Background: an optimization exercise with open tools, aiming at a short achievable clock period and few clock cycles per item. Do not read the settings as production practice.
Where RTL was checked, it was by simulation tests only, not by an equivalence proof against the original.
Power is estimated from default activity; no workload was simulated.

## exp/garnet
==> flow/design.v (excerpt) <==
module process_engine #(
  parameter int INDEX_WIDTH  = 4,
  parameter int READ_LATENCY = 2
) (
  input  logic                           clock,
  input  logic                           reset,
  input  logic                           input_valid,
  input  logic [1:0]                     opcode,
  input  logic [hash_pkg::KEY_WIDTH-1:0] key,
  input  logic [hash_pkg::VAL_WIDTH-1:0] wr_data,
  output logic                           stall,
  output logic                           output_valid,
  output logic [hash_pkg::VAL_WIDTH-1:0] val_out,
  output logic [2:0]                     rescode
);
  localparam int NB = 16;                   
  localparam int NS = hash_pkg::NUM_SLOTS;  
  localparam int NE = NB * NS;              
  localparam int KW = hash_pkg::KEY_WIDTH;
  localparam int VW = hash_pkg::VAL_WIDTH;
  localparam int NP = 8;                    
  logic [NE-1:0]    t_valid;
  logic [NE*KW-1:0] t_key;
  logic [NE*VW-1:0] t_val;
  assign stall = 1'b0;
  logic          a_v, h_v, b_v, c_v, d_v;
  logic [1:0]    a_op, h_op, b_op;
  logic [KW-1:0] a_key, h_key, b_key, c_key, d_key;
  logic [VW-1:0] a_data, h_data, b_data, c_data;
  logic [NB-1:0] a_boh, h_boh, b_boh, c_boh, d_boh;   
  logic          a_kz, h_kz, b_kz;                    
  logic [NE-1:0] h_match;                
  logic [NS-1:0] h_free, b_free;         
  logic [NS-1:0] b_hit;                  
  logic          b_sk1, b_sb1;           
  logic          b_sk2, b_sb2;           
  logic          b_sk3, b_sb3;           
  logic [2:0]    c_code, d_code;
  logic          c_prs, d_prs, e_prs;    
  logic [NS-1:0] c_slot, d_slot, e_slot;   
  logic [NS-1:0] c_free, d_free, e_free;   
  ...
Settings: LEC_CHECK=0, ABC_CLOCK_PERIOD_IN_PS=2000, CAP_MARGIN=20, CORE_MARGIN=2, CORE_UTILIZATION=70, CTS_CLUSTER_DIAMETER=80, CTS_CLUSTER_SIZE=25, SETUP_SLACK_MARGIN=3.0, SLEW_MARGIN=20; clock period 5.0 ns.
run.sh (not shown) runs the stock make flow with config.mk's settings and CLKGATE_MAP_FILE= SYNTH_SCRIPT=/design/flow/synth_recipe.tcl, a recipe that flattens the netlist after the stock synthesis.
Testbench counts of exp/garnet, summed over its fixed seeds: cycles 16,048, items 16,000.
Setup changes, exp/garnet to exp/zinc
- swapping 70 for 50 in CORE_UTILIZATION
- swapping 25 for 20 in CTS_CLUSTER_SIZE
- swapping 80 for 100 in CTS_CLUSTER_DIAMETER
[summary]
- exp/zinc ran to completion and came out clean on the timing, DRC and antenna checks.
- Measured against each other, exp/garnet and exp/zinc differ in cell area, the higher figure coming from exp/zinc.
- Re routed wire length: exp/zinc is 7.2% up on exp/garnet.
- Going from exp/garnet to exp/zinc, half-perimeter wire length after placement grew by a few percent.
- Going from exp/garnet to exp/zinc, signed area change from the synthesized netlist to the final layout higher; power share of the combinational group lower; number of standard cells in the final layout excluding fillers higher.
> inputs changed (exp/zinc -> exp/quartz)
- CORE_UTILIZATION now 62, was 50
### Flow results
- Taking exp/zinc as the reference, in exp/quartz number of resized instances in the post-cts repair step decreased by about 19% relative to the old numbers, routed wire length decreased by 3.9% relative to the old numbers, chip width decreased by about 10% relative to the old numbers, number of remaining DRC errors closely matched the old numbers.
## Diff of input files: exp/maple against exp/quartz
- CTS_CLUSTER_DIAMETER changed from 100 to 90
- ABC_CLOCK_PERIOD_IN_PS changed from 2000 to 1700
- SETUP_SLACK_MARGIN changed from 3.0 to 3.3
- CORE_UTILIZATION changed from 62 to 55
- CTS_CLUSTER_SIZE changed from 20 to 22
==> comparison <==
- Side by side, number of setup buffers added after CTS turned out higher in exp/maple than in exp/quartz.
- exp/maple vs exp/quartz — non-clock buffer count rose 170%.
- exp/quartz → exp/maple: fraction of power consumed by the clock network moved down, via count moved up.
- Wire length of the first global-routing pass on exp/maple is behind exp/quartz.
- Summary: with exp/quartz as the reference, power density of the placed cells in exp/maple moved down by a few percent.
- Changes observed in exp/maple relative to exp/quartz: clock transition at the register clock pins on the worst setup and hold paths after CTS shows no meaningful change, power spent charging and discharging nets shows an increase of 1.8%.
What exp/juniper does differently from exp/maple at the input level:
- swapping 3.3 for 3.0 in SETUP_SLACK_MARGIN
- swapping 1700 for 2000 in ABC_CLOCK_PERIOD_IN_PS
- swapping 90 for 100 in CTS_CLUSTER_DIAMETER
- swapping 22 for 20 in CTS_CLUSTER_SIZE
==> notes.md <==
Any difference in fmax between exp/juniper and exp/maple is small enough to ignore.
Per the comparison of exp/juniper with exp/maple, global-route usage moved down, total inserted antenna cells now smaller.


## run H
Another version of the RTL of process_engine (not shown whole).
For scale: about 2300 flip-flops, roughly 58 I/O pins, roughly 89000 sq um of cells after synthesis.
Design process_engine, start of the top module:
module process_engine #(
  parameter int INDEX_WIDTH  = 4,
  parameter int READ_LATENCY = 2
) (
  input  logic                           clock,
  input  logic                           reset,
  input  logic                           input_valid,
  input  logic [1:0]                     opcode,
  input  logic [hash_pkg::KEY_WIDTH-1:0] key,
  input  logic [hash_pkg::VAL_WIDTH-1:0] wr_data,
  output logic                           stall,
  output logic                           output_valid,
  output logic [hash_pkg::VAL_WIDTH-1:0] val_out,
  output logic [2:0]                     rescode
);
Settings: LEC_CHECK=0, ABC_CLOCK_PERIOD_IN_PS=2000, CAP_MARGIN=20, CORE_MARGIN=2, CORE_UTILIZATION=70, SETUP_SLACK_MARGIN=3.0, SLEW_MARGIN=20; clock period 5.0 ns.
Edits applied to the flow inputs when going from run H to run D:
--- a/flow/config.mk
+++ b/flow/config.mk
@@ -11 +11 @@
-export CORE_UTILIZATION = 70
+export CORE_UTILIZATION = 55
Findings:
Antenna diode count in run D vs run H: up 2
Compared with run H, run D shows proportion of total power due to net switching higher by 0.22 points.
Sequential cell fraction of total power: run D vs run H down 0.9 points
On worst hold slack, run H tracks run D almost exactly.
For the fraction of area in non-clock buffers, run D came in 1.2 points higher than run H did.
Re final worst-path setup slack: run D is 46 ps down on run H.
Run D — non-clock buffer count 32% higher, run H as reference
The synthesis-to-layout area growth number comes out higher for run D vs run H.
No run of this note included a check of the RTL's function; only the layout flow was run.

==> separate check: timing with driven ports <==
How much do the figures lean on ideal ports? The routed layouts below were timed once more, with nothing changed but the port constraints.
Step 1, drivers: a clkbuf_16 drives clock and a buf_2 each remaining input, both assumed.
Step 2 also shifts input and output timing later by t, the mid clock arrival at the registers, as if the neighbouring blocks saw the same clock.
Three values: ideal, step 1, step 2; two values: the first two.
run	t, ns	setup slack, ns	worst setup path after step 2	slew at the worst register clock pin (ns)	worst data-port slew with drivers (ns)
exp/garnet	0.882	2.707 / 2.627 / 2.516	input to register	0.11 / 0.11	0.16
exp/zinc	0.921	2.671 / 2.579 / 2.493	input to register	0.09 / 0.09	0.11
exp/quartz	0.908	2.723 / 2.633 / 2.451	input to register	0.09 / 0.09	0.05
exp/maple	0.897	2.738 / 2.644 / 2.484	input to register	0.10 / 0.10	0.09
exp/juniper	0.903	2.741 / 2.649 / 2.397	input to register	0.09 / 0.09	0.07
run H	0.932	2.667 / 2.582 / 1.655	input to register	0.07 / 0.07	0.25
run D	0.959	2.621 / 2.536 / 1.789	input to register	0.07 / 0.07	0.26
After both steps every run listed still meets setup and hold. The setup slack of run H, which loses most, moves by -0.085 ns with the drivers and by -1.012 ns with both steps.
